Context: an optimization exercise on an open-source flow, tuned for small area. The choices shown serve that exercise and are no tape-out recipe.
The RTL was checked by simulation tests, not by an equivalence proof against the original design.
Power is estimated from default activity; no workload was simulated.

$ cat run.sh
#!/bin/bash
# synth_recipe.tcl (not shown) runs the flow's synth.tcl, then flattens the netlist and writes it again
# the make line also repeats each setting of config.mk as NAME=value (left out here)
make -C /OpenROAD-flow-scripts/flow DESIGN_CONFIG=/design/flow/config.mk WORK_HOME=/design/flow/orfs CLKGATE_MAP_FILE= SYNTH_SCRIPT=/design/flow/synth_recipe.tcl finish
$ cat design.v
package scct_timer_pkg;
   localparam int unsigned CTR_W  = 32;
   localparam int unsigned PSC_W  = 16;
   localparam int unsigned NUM_CH = 4;
   localparam logic [1:0] ACT_NONE = 2'd0;
   localparam logic [1:0] ACT_SET  = 2'd1;
   localparam logic [1:0] ACT_CLR  = 2'd2;
   localparam logic [1:0] ACT_TGL  = 2'd3;
endpackage
package scct_reg_pkg;
   localparam int unsigned ADR_W = 4;
   localparam int unsigned DAT_W = 32;
   localparam int unsigned REG_CTR     = 0;
   localparam int unsigned REG_PSC     = 1;
   localparam int unsigned REG_CTR_IE  = 2;
   localparam int unsigned REG_CTR_IS  = 3;
   localparam int unsigned REG_CH_MODE = 4;
   localparam int unsigned REG_CH_ACT  = 5;
   localparam int unsigned REG_CH_IE   = 6;
   localparam int unsigned REG_CH_IS   = 7;
   localparam int unsigned REG_CH_INP  = 8;
   localparam int unsigned REG_CH_OUT  = 9;
   localparam int unsigned REG_CCR0    = 10;
   localparam int unsigned NUM_REG = 14;
endpackage
`timescale 1ns/1ps
import scct_timer_pkg::*;
import scct_reg_pkg::*;
module scct_counter (
   input  logic              clk,
   input  logic              rst,
   input  logic [NUM_REG-1:0] wr_sel_i,
   input  logic [DAT_W-1:0]  wr_dat_i,
   output logic [CTR_W-1:0]  ctr_o,
   output logic [PSC_W-1:0]  psc_o,
   output logic              ie_o,
   output logic              is_o,
   output logic              tick_o
);
   logic [PSC_W-1:0] psc_q;
   logic [PSC_W-1:0] pcnt_q;
   logic [CTR_W-1:0] ctr_q;
   logic             ie_q;
   logic             is_q;
   logic             tick_q;
   logic             step;
   logic             wrap;
   assign step = (pcnt_q >= psc_q);
   assign wrap = step && (ctr_q == '1) && !wr_sel_i[REG_CTR];
   always_ff @(posedge clk or posedge rst) begin
      if (rst) begin
         psc_q  <= '0;
         pcnt_q <= '0;
         ctr_q  <= '0;
         ie_q   <= 1'b0;
         is_q   <= 1'b0;
         tick_q <= 1'b0;
      end else begin
         if (wr_sel_i[REG_PSC]) begin
            psc_q <= wr_dat_i[PSC_W-1:0];
         end
         if (wr_sel_i[REG_CTR_IE]) begin
            ie_q <= wr_dat_i[0];
         end
         if (wr_sel_i[REG_CTR]) begin
            ctr_q  <= wr_dat_i[CTR_W-1:0];
            pcnt_q <= '0;
            tick_q <= 1'b0;
         end else if (step) begin
            ctr_q  <= ctr_q + 1'b1;
            pcnt_q <= '0;
            tick_q <= 1'b1;
         end else begin
            pcnt_q <= pcnt_q + 1'b1;
            tick_q <= 1'b0;
         end
         is_q <= (is_q & ~(wr_sel_i[REG_CTR_IS] & wr_dat_i[0])) | wrap;
      end
   end
   assign ctr_o  = ctr_q;
   assign psc_o  = psc_q;
   assign ie_o   = ie_q;
   assign is_o   = is_q;
   assign tick_o = tick_q;
endmodule
`timescale 1ns/1ps
import scct_timer_pkg::*;
import scct_reg_pkg::*;
module scct_channel
#(
   parameter int unsigned CH_IDX = 0
) (
   input  logic               clk,
   input  logic               rst,
   input  logic [NUM_REG-1:0] wr_sel_i,
   input  logic [DAT_W-1:0]   wr_dat_i,
   input  logic [CTR_W-1:0]   ctr_i,
   input  logic               tick_i,
   input  logic               pin_i,
   output logic               mode_o,
   output logic [1:0]         act_o,
   output logic [CTR_W-1:0]   ccr_o,
   output logic               ie_o,
   output logic               is_o,
   output logic               pin_o
);
   localparam int unsigned CCR_IDX = REG_CCR0 + CH_IDX;
   logic [2:0]       sync_q;
   logic             rise_q;
   logic             mode_q;
   logic [1:0]       act_q;
   logic [CTR_W-1:0] ccr_q;
   logic             ie_q;
   logic             is_q;
   logic             pin_q;
   logic             capture;
   logic             match;
   logic             is_clr;
   assign capture = mode_q && rise_q;
   assign match   = !mode_q && tick_i && (ctr_i == ccr_q);
   assign is_clr  = wr_sel_i[REG_CH_IS] && wr_dat_i[CH_IDX];
   always_ff @(posedge clk or posedge rst) begin
      if (rst) begin
         sync_q <= '0;
         rise_q <= 1'b0;
      end else begin
         sync_q <= {sync_q[1:0], pin_i};
         rise_q <= sync_q[1] & ~sync_q[2];
      end
   end
   always_ff @(posedge clk or posedge rst) begin
      if (rst) begin
         mode_q <= 1'b0;
         act_q  <= ACT_NONE;
         ccr_q  <= '0;
         ie_q   <= 1'b0;
         is_q   <= 1'b0;
         pin_q  <= 1'b0;
      end else begin
         if (wr_sel_i[REG_CH_MODE]) begin
            mode_q <= wr_dat_i[CH_IDX];
         end
         if (wr_sel_i[REG_CH_ACT]) begin
            act_q <= wr_dat_i[2*CH_IDX +: 2];
         end
         if (wr_sel_i[REG_CH_IE]) begin
            ie_q <= wr_dat_i[CH_IDX];
         end
         if (capture) begin
            ccr_q <= ctr_i;
         end else if (wr_sel_i[CCR_IDX]) begin
            ccr_q <= wr_dat_i[CTR_W-1:0];
         end
         if (match) begin
            case (act_q)
               ACT_SET: pin_q <= 1'b1;
               ACT_CLR: pin_q <= 1'b0;
               ACT_TGL: pin_q <= ~pin_q;
               default: pin_q <= pin_q;
            endcase
         end
         is_q <= (is_q & ~is_clr) | capture | match;
      end
   end
   assign mode_o = mode_q;
   assign act_o  = act_q;
   assign ccr_o  = ccr_q;
   assign ie_o   = ie_q;
   assign is_o   = is_q;
   assign pin_o  = pin_q;
endmodule
`timescale 1ns/1ps
import scct_timer_pkg::*;
import scct_reg_pkg::*;
module scct_wb_regs (
   input  logic                    clk,
   input  logic                    rst,
   input  logic                    wb_cyc_i,
   input  logic                    wb_stb_i,
   input  logic                    wb_we_i,
   input  logic [ADR_W-1:0]        wb_adr_i,
   input  logic [DAT_W-1:0]        wb_dat_i,
   output logic [DAT_W-1:0]        wb_dat_o,
   output logic                    wb_ack_o,
   output logic [NUM_REG-1:0]      wr_sel_o,
   output logic [DAT_W-1:0]        wr_dat_o,
   input  logic [CTR_W-1:0]        ctr_i,
   input  logic [PSC_W-1:0]        psc_i,
   input  logic                    ctr_ie_i,
   input  logic                    ctr_is_i,
   input  logic [NUM_CH-1:0]       ch_mode_i,
   input  logic [2*NUM_CH-1:0]     ch_act_i,
   input  logic [CTR_W*NUM_CH-1:0] ch_ccr_i,
   input  logic [NUM_CH-1:0]       ch_ie_i,
   input  logic [NUM_CH-1:0]       ch_is_i,
   input  logic [NUM_CH-1:0]       ch_pin_i,
   input  logic [NUM_CH-1:0]       pins_i,
   output logic                    irq_o
);
   logic                ack_q;
   logic [NUM_REG-1:0]  sel_q;
   logic [DAT_W-1:0]    wdat_q;
   logic [DAT_W-1:0]    rdat_q;
   logic                req;
   logic [NUM_REG-1:0]  dec;
   logic [DAT_W-1:0]    rd_mux;
   assign req = wb_cyc_i && wb_stb_i && !ack_q;
   always_comb begin
      dec = '0;
      if (wb_adr_i < NUM_REG) begin
         dec[wb_adr_i] = 1'b1;
      end
   end
   always_comb begin
      rd_mux = '0;
      case (wb_adr_i)
         REG_CTR:     rd_mux = DAT_W'(ctr_i);
         REG_PSC:     rd_mux = DAT_W'(psc_i);
         REG_CTR_IE:  rd_mux = DAT_W'(ctr_ie_i);
         REG_CTR_IS:  rd_mux = DAT_W'(ctr_is_i);
         REG_CH_MODE: rd_mux = DAT_W'(ch_mode_i);
         REG_CH_ACT:  rd_mux = DAT_W'(ch_act_i);
         REG_CH_IE:   rd_mux = DAT_W'(ch_ie_i);
         REG_CH_IS:   rd_mux = DAT_W'(ch_is_i);
         REG_CH_INP:  rd_mux = DAT_W'(pins_i);
         REG_CH_OUT:  rd_mux = DAT_W'(ch_pin_i);
         default: begin
            for (int n = 0; n < NUM_CH; n++) begin
               if (wb_adr_i == ADR_W'(REG_CCR0 + n)) begin
                  rd_mux = DAT_W'(ch_ccr_i[CTR_W*n +: CTR_W]);
               end
            end
         end
      endcase
   end
   always_ff @(posedge clk or posedge rst) begin
      if (rst) begin
         ack_q  <= 1'b0;
         sel_q  <= '0;
         wdat_q <= '0;
         rdat_q <= '0;
      end else begin
         ack_q <= req;
         sel_q <= (req && wb_we_i) ? dec : '0;
         if (req && wb_we_i) begin
            wdat_q <= wb_dat_i;
         end
         if (req && !wb_we_i) begin
            rdat_q <= rd_mux;
         end
      end
   end
   assign wb_ack_o = ack_q;
   assign wb_dat_o = rdat_q;
   assign wr_sel_o = sel_q;
   assign wr_dat_o = wdat_q;
   assign irq_o = (ctr_ie_i & ctr_is_i) | (|(ch_ie_i & ch_is_i));
endmodule
`timescale 1ns/1ps
import scct_timer_pkg::*;
import scct_reg_pkg::*;
module scct_top (
   input  logic              clk,
   input  logic              rst,
   input  logic              wb_cyc_i,
   input  logic              wb_stb_i,
   input  logic              wb_we_i,
   input  logic [ADR_W-1:0]  wb_adr_i,
   input  logic [DAT_W-1:0]  wb_dat_i,
   output logic [DAT_W-1:0]  wb_dat_o,
   output logic              wb_ack_o,
   input  logic [NUM_CH-1:0] pins_i,
   output logic [NUM_CH-1:0] pins_o,
   output logic              irq_o
);
   logic [NUM_REG-1:0]      wr_sel;
   logic [DAT_W-1:0]        wr_dat;
   logic [CTR_W-1:0]        ctr;
   logic [PSC_W-1:0]        psc;
   logic                    ctr_ie;
   logic                    ctr_is;
   logic                    tick;
   logic [NUM_CH-1:0]       ch_mode;
   logic [2*NUM_CH-1:0]     ch_act;
   logic [CTR_W*NUM_CH-1:0] ch_ccr;
   logic [NUM_CH-1:0]       ch_ie;
   logic [NUM_CH-1:0]       ch_is;
   scct_wb_regs i_regs (
      .clk       (clk),
      .rst       (rst),
      .wb_cyc_i  (wb_cyc_i),
      .wb_stb_i  (wb_stb_i),
      .wb_we_i   (wb_we_i),
      .wb_adr_i  (wb_adr_i),
      .wb_dat_i  (wb_dat_i),
      .wb_dat_o  (wb_dat_o),
      .wb_ack_o  (wb_ack_o),
      .wr_sel_o  (wr_sel),
      .wr_dat_o  (wr_dat),
      .ctr_i     (ctr),
      .psc_i     (psc),
      .ctr_ie_i  (ctr_ie),
      .ctr_is_i  (ctr_is),
      .ch_mode_i (ch_mode),
      .ch_act_i  (ch_act),
      .ch_ccr_i  (ch_ccr),
      .ch_ie_i   (ch_ie),
      .ch_is_i   (ch_is),
      .ch_pin_i  (pins_o),
      .pins_i    (pins_i),
      .irq_o     (irq_o)
   );
   scct_counter i_counter (
      .clk      (clk),
      .rst      (rst),
      .wr_sel_i (wr_sel),
      .wr_dat_i (wr_dat),
      .ctr_o    (ctr),
      .psc_o    (psc),
      .ie_o     (ctr_ie),
      .is_o     (ctr_is),
      .tick_o   (tick)
   );
   for (genvar n = 0; n < NUM_CH; n++) begin : g_ch
      scct_channel #(
         .CH_IDX (n)
      ) i_channel (
         .clk      (clk),
         .rst      (rst),
         .wr_sel_i (wr_sel),
         .wr_dat_i (wr_dat),
         .ctr_i    (ctr),
         .tick_i   (tick),
         .pin_i    (pins_i[n]),
         .mode_o   (ch_mode[n]),
         .act_o    (ch_act[2*n +: 2]),
         .ccr_o    (ch_ccr[CTR_W*n +: CTR_W]),
         .ie_o     (ch_ie[n]),
         .is_o     (ch_is[n]),
         .pin_o    (pins_o[n])
      );
   end
endmodule
$ cat config.mk
export PLATFORM = sky130hd
export DESIGN_NAME = scct_top
export DESIGN_NICKNAME = scct_top
export VERILOG_FILES = /design/flow/design.v
export SDC_FILE = /design/flow/constraint.sdc
export NUM_CORES = 4
export LEC_CHECK = 0
export CAP_MARGIN = 20
export CORE_MARGIN = 2
export CORE_UTILIZATION = 40
export PLACE_DENSITY = 0.6
export SLEW_MARGIN = 20
$ cat constraint.sdc
create_clock -name core_clock -period 10.0 [get_ports {clk}]
set_input_delay 2.0000 -clock core_clock [delete_from_list [all_inputs] [get_ports {clk}]]
set_output_delay 2.0000 -clock core_clock [all_outputs]
set_load 0.01 [all_outputs]
==> metrics.md <==
| Metric | Value |
|---|---|
| Launch point of the worst path | wb_adr_i[0] |
| Lkg Pwr | between 7 and 8 nW |
| CTS Root Cell | clkbuf_16 |
| Synth warnings | 6 |
| Post-DR wirelength/cell | between 20 and 25 µm |
| Max VDD drop | roughly 120 µV |
| Antenna Nets Post-Route | 0 |
| Largest net degree at the start of global routing | between 150 and 200 |
| Post-synth top area cell | dfrtp_1 |
| GPL Wtd Cong | 0.935 |
| Clk latency of the worst-skew pair | roughly 0.54 ns |
| Fraction of layout cells with a size suffix above 1 | 6.36% |
| Reg2reg end | i_counter.ctr_q[24]$_DFFE_PP0P_ |
| Clk buf depth | 3 |
| IO buf count | roughly 80 |
| Synthesized cell area | approximately 17,000 µm² |
| Status | no timing/DRC/antenna violations |
| Async SR Flop Fraction | 100% |
| Nets@finish | 1,863 |
| Boundary Pins | 83 |
| Most common cell in the synthesized netlist | nand2_1 |
| GRT overflow | 0 |
| GRT Total Usage | 25.7% |
| Setup total negative slack | 0 ns |
| CP Capture Type | flip-flop |
| Main synth FF type | dfrtp_1 |
| Max-slew headroom | between 20% and 30% |
| Endpoints failing setup | 0 |
| Reg-to-Reg Start | i_counter.ctr_q[3]$_DFFE_PP0P_ |
| Fin crit share | between 40% and 50% |
| DRC | 0 |
| CTS buffer count | 37 |
| Setup Buffers After CTS | 0 |
| Fillers | just under 4,000 |
| CP required | about 10 ns |
| CTS Sinks | ~310 |
| Skew final | 0.0132 ns |
| First-pass GRT wire length | ~86,000 µm |
| Die Span X | 209 µm |
| Mapped Cells | between 1,500 and 2,000 |
| Slew @ Worst Pin | ~1.2 ns |
| H-tree depth | 2 |
| Die area | about 44,000 µm² |
| PD cells | approximately 210 nW/µm² |
| #FFs+latches synth | roughly 310 |
| Die height | ~210 µm |
| Flop2flop setup slack | about 7 ns |
| # resized after CTS | 0 |
| Area Overhead vs Synth | 13.6% |
| Cells on worst reg2reg path | 5 |
| Core Box Area | slightly above 40,000 µm² |
| Max-Cap Viols | 0 |
| Worst hold path startpoint | g_ch[0].i_channel.sync_q[0]$_DFF_PP0_ |
| Arr. time, crit path | roughly 5.3 ns |
| Post-synth EDFFs | 0 |
| HP Class | flip-flop to flip-flop |
| Final Non-Filler Cells | about 2,400 |
| Starting Density | between 40% and 50% |
| Synth top area share | ~47% |
| Iteration-0 DRC Markers | about 1,500 |
| Sequential area share after synthesis | between 40% and 50% |
| Placed insts | roughly 2,300 |
| Vias in the first global route | between 10,000 and 15,000 |
| Critical path type | input pin to flip-flop |
| Post-DP HPWL | about 37,000 µm |
| Initial antenna violation count | 0 |
| Synth area leaders | dfrtp_1 47%, mux2i_1 8.1%, nand2_1 7.3%, o21ai_0 5.7%, xnor2_1 5.1% |
| WHS Path Cells | 0 |
| CTS tree | done |
| # diodes | 0 |
| DR vias | 14,038 |
| Seq. cell area | ~7800 µm² |
| CP Launch Type | input pin |
| Hold Vio Cnt, Final | 0 |
| Distinct cells, synth | roughly 60 |
| Multi-input logic area | a little over 8000 µm² |
| Min cycle time layout | roughly 4.8 ns |
| CTS hold repair buffers | 0 |
| # rows | 74 |
| Syn_area_per_cell | around 9 µm² |
| Max-slew violations | 0 |
| Most frequent cells after synthesis | 326 x nand2_1, 312 x dfrtp_1, 190 x o21ai_0 |
| First-pass detailed-route iteration total | 9 |
| F_max | roughly 0.21 GHz |
| Mapped Nets | between 1,500 and 2,000 |
| RSZ-0062 raised after global routing | no |
| CTS clk-pin slew, worst paths | 0.06 ns |
| Hold worst-path end | g_ch[0].i_channel.sync_q[1]$_DFF_PP0_ |
| Vias per std cell | ~6.0 |
| Crit path max fanout | 33 |
| Total length of routed wires | roughly 56,000 µm |
[cell usage in the layout, fill, tap and decap left out, drive strengths merged, types with 13 or more instances in the layout]
master         instances
buf                   18
dfrtp                312
nand4                 39
nand3                 26
nor2                 107
o31ai                 16
ha                    22
clkbuf                58
xor2                  46
xnor2                 97
mux2i                135
nand2                328
a31oi                 24
o22ai                 19
mux2                  13
clkdlybuf4s50         82
a222oi                41
a21oi                 53
inv                   34
or4                   23
nor4                  13
nor3                  16
o21ai                198
[power by group]
part           internal, W  switching (W)
combinational     0.000343       0.000511
sequential         0.00144       0.000272
clock             0.000821       0.000556
[worst max-delay path, cell delays in order]
cell	delay, ns
clkdlybuf4s50_1	0.58
inv_1	0.16
ha_1	0.51
inv_1	0.24
nor2_4	0.94
a222oi_1	0.22
o21ai_0	0.23
a222oi_1	0.09
o21ai_0	0.26
[metal layers]
layer / wire (µm) / vias up / GRT usage [%]
met2: 24700 / 650 / 39.1
met3: 4930 / 130 / 5.32
li1: - / 6344 / -
met1: 24500 / 6914 / 35.9
met4: 2300 / 0 / 10.1
met5: 0 / - / 0
[kinds of logic (layout without fill, tap and decap cells)]
kind of cell | count (synthesis) | count (layout) | synth area share, %
AND/OR/NAND/NOR | 602 | 602 | 16.0
XOR/XNOR | 143 | 143 | 7.47
buffers and inverters | 196 | 202 | 4.67
AO/OA/AOI/OAI | 395 | 395 | 14.7
multiplexers | 148 | 148 | 8.94
adder cells (fa/ha/maj) | 22 | 22 | 1.64
flip-flops | 312 | 312 | 46.6
[registers in the layout, indices dropped and copies added, names as in the netlist]
name and count:
g_ch.i_channel.mode_q 4, i_counter.tick_q 1, i_regs.wdat_q 32, g_ch.i_channel.pin_q 4, g_ch.i_channel.ie_q 4, i_counter.pcnt_q 16
i_counter.ie_q 1, i_counter.ctr_q 32, g_ch.i_channel.sync_q 12, i_regs.ack_q 1, g_ch.i_channel.ccr_q 128, g_ch.i_channel.act_q 8
i_counter.is_q 1, g_ch.i_channel.rise_q 4, i_counter.psc_q 16, i_regs.rdat_q 32, i_regs.sel_q 12, g_ch.i_channel.is_q 4
[worst max path at each step]
stage,endpoint,cells past startpoint
floorplan,g_ch[0].i_channel.act_q[0]$_DFFE_PP0P_,1
global placement,i_regs.rdat_q[8]$_DFFE_PP0P_,9
detailed placement,i_regs.rdat_q[10]$_DFFE_PP0P_,9
CTS,i_regs.rdat_q[12]$_DFFE_PP0P_,9
global route,i_regs.rdat_q[12]$_DFFE_PP0P_,9
finish,i_regs.rdat_q[12]$_DFFE_PP0P_,9
[metrics by stage]
stage	total power, W	instance area, µm²	hold WS [ns]	setup slack (ns)	util, %
after global placement	0.00255	17800	0.334	4.96	43.3
after detailed placement	0.00257	17800	0.338	4.73	43.3
final	0.00394	19000	0.351	5.17	46.3
after floorplan	0.00221	16800	0.331	3.85	-
after global routing	0.00410	19000	0.356	4.94	46.3
after CTS	0.00394	19000	0.355	5.24	46.3
[cell type report]
| class | count | area share (%) |
|---|---|---|
| Timing Repair Buffer | 100 | 5.15 |
| Inverter | 35 | 0.710 |
| Sequential cell | 312 | 41.0 |
| Multi-Input combinational cell | 1310 | 43.1 |
| Clock inverter | 9 | 0.401 |
| Clock buffer | 58 | 6.08 |
| Tap cell | 532 | 3.50 |

[re-timing with driven ports]
How much do the figures lean on ideal ports? The routed layout below was timed once more, with nothing changed but the port constraints.
Step 1: set_driving_cell puts a clkbuf_16 on clk and a buf_2 on each other input, an assumption about the parent block.
Step 2 also shifts input and output timing later by t, the mid clock arrival at the registers, as if the neighbouring blocks saw the same clock.
Three values: ideal, step 1, step 2; two values: the first two.
t, ns: 0.586
setup slack, ns: 5.166 / 5.185 / 4.599
worst setup path after step 2: input to register
slew at the worst register clock pin (ns): 0.06 / 0.06
worst data-port slew with drivers (ns): 0.05
After both steps this run still meets setup and hold. For this run, drivers alone change the setup slack by +0.019 ns; drivers and shift together by -0.567 ns.
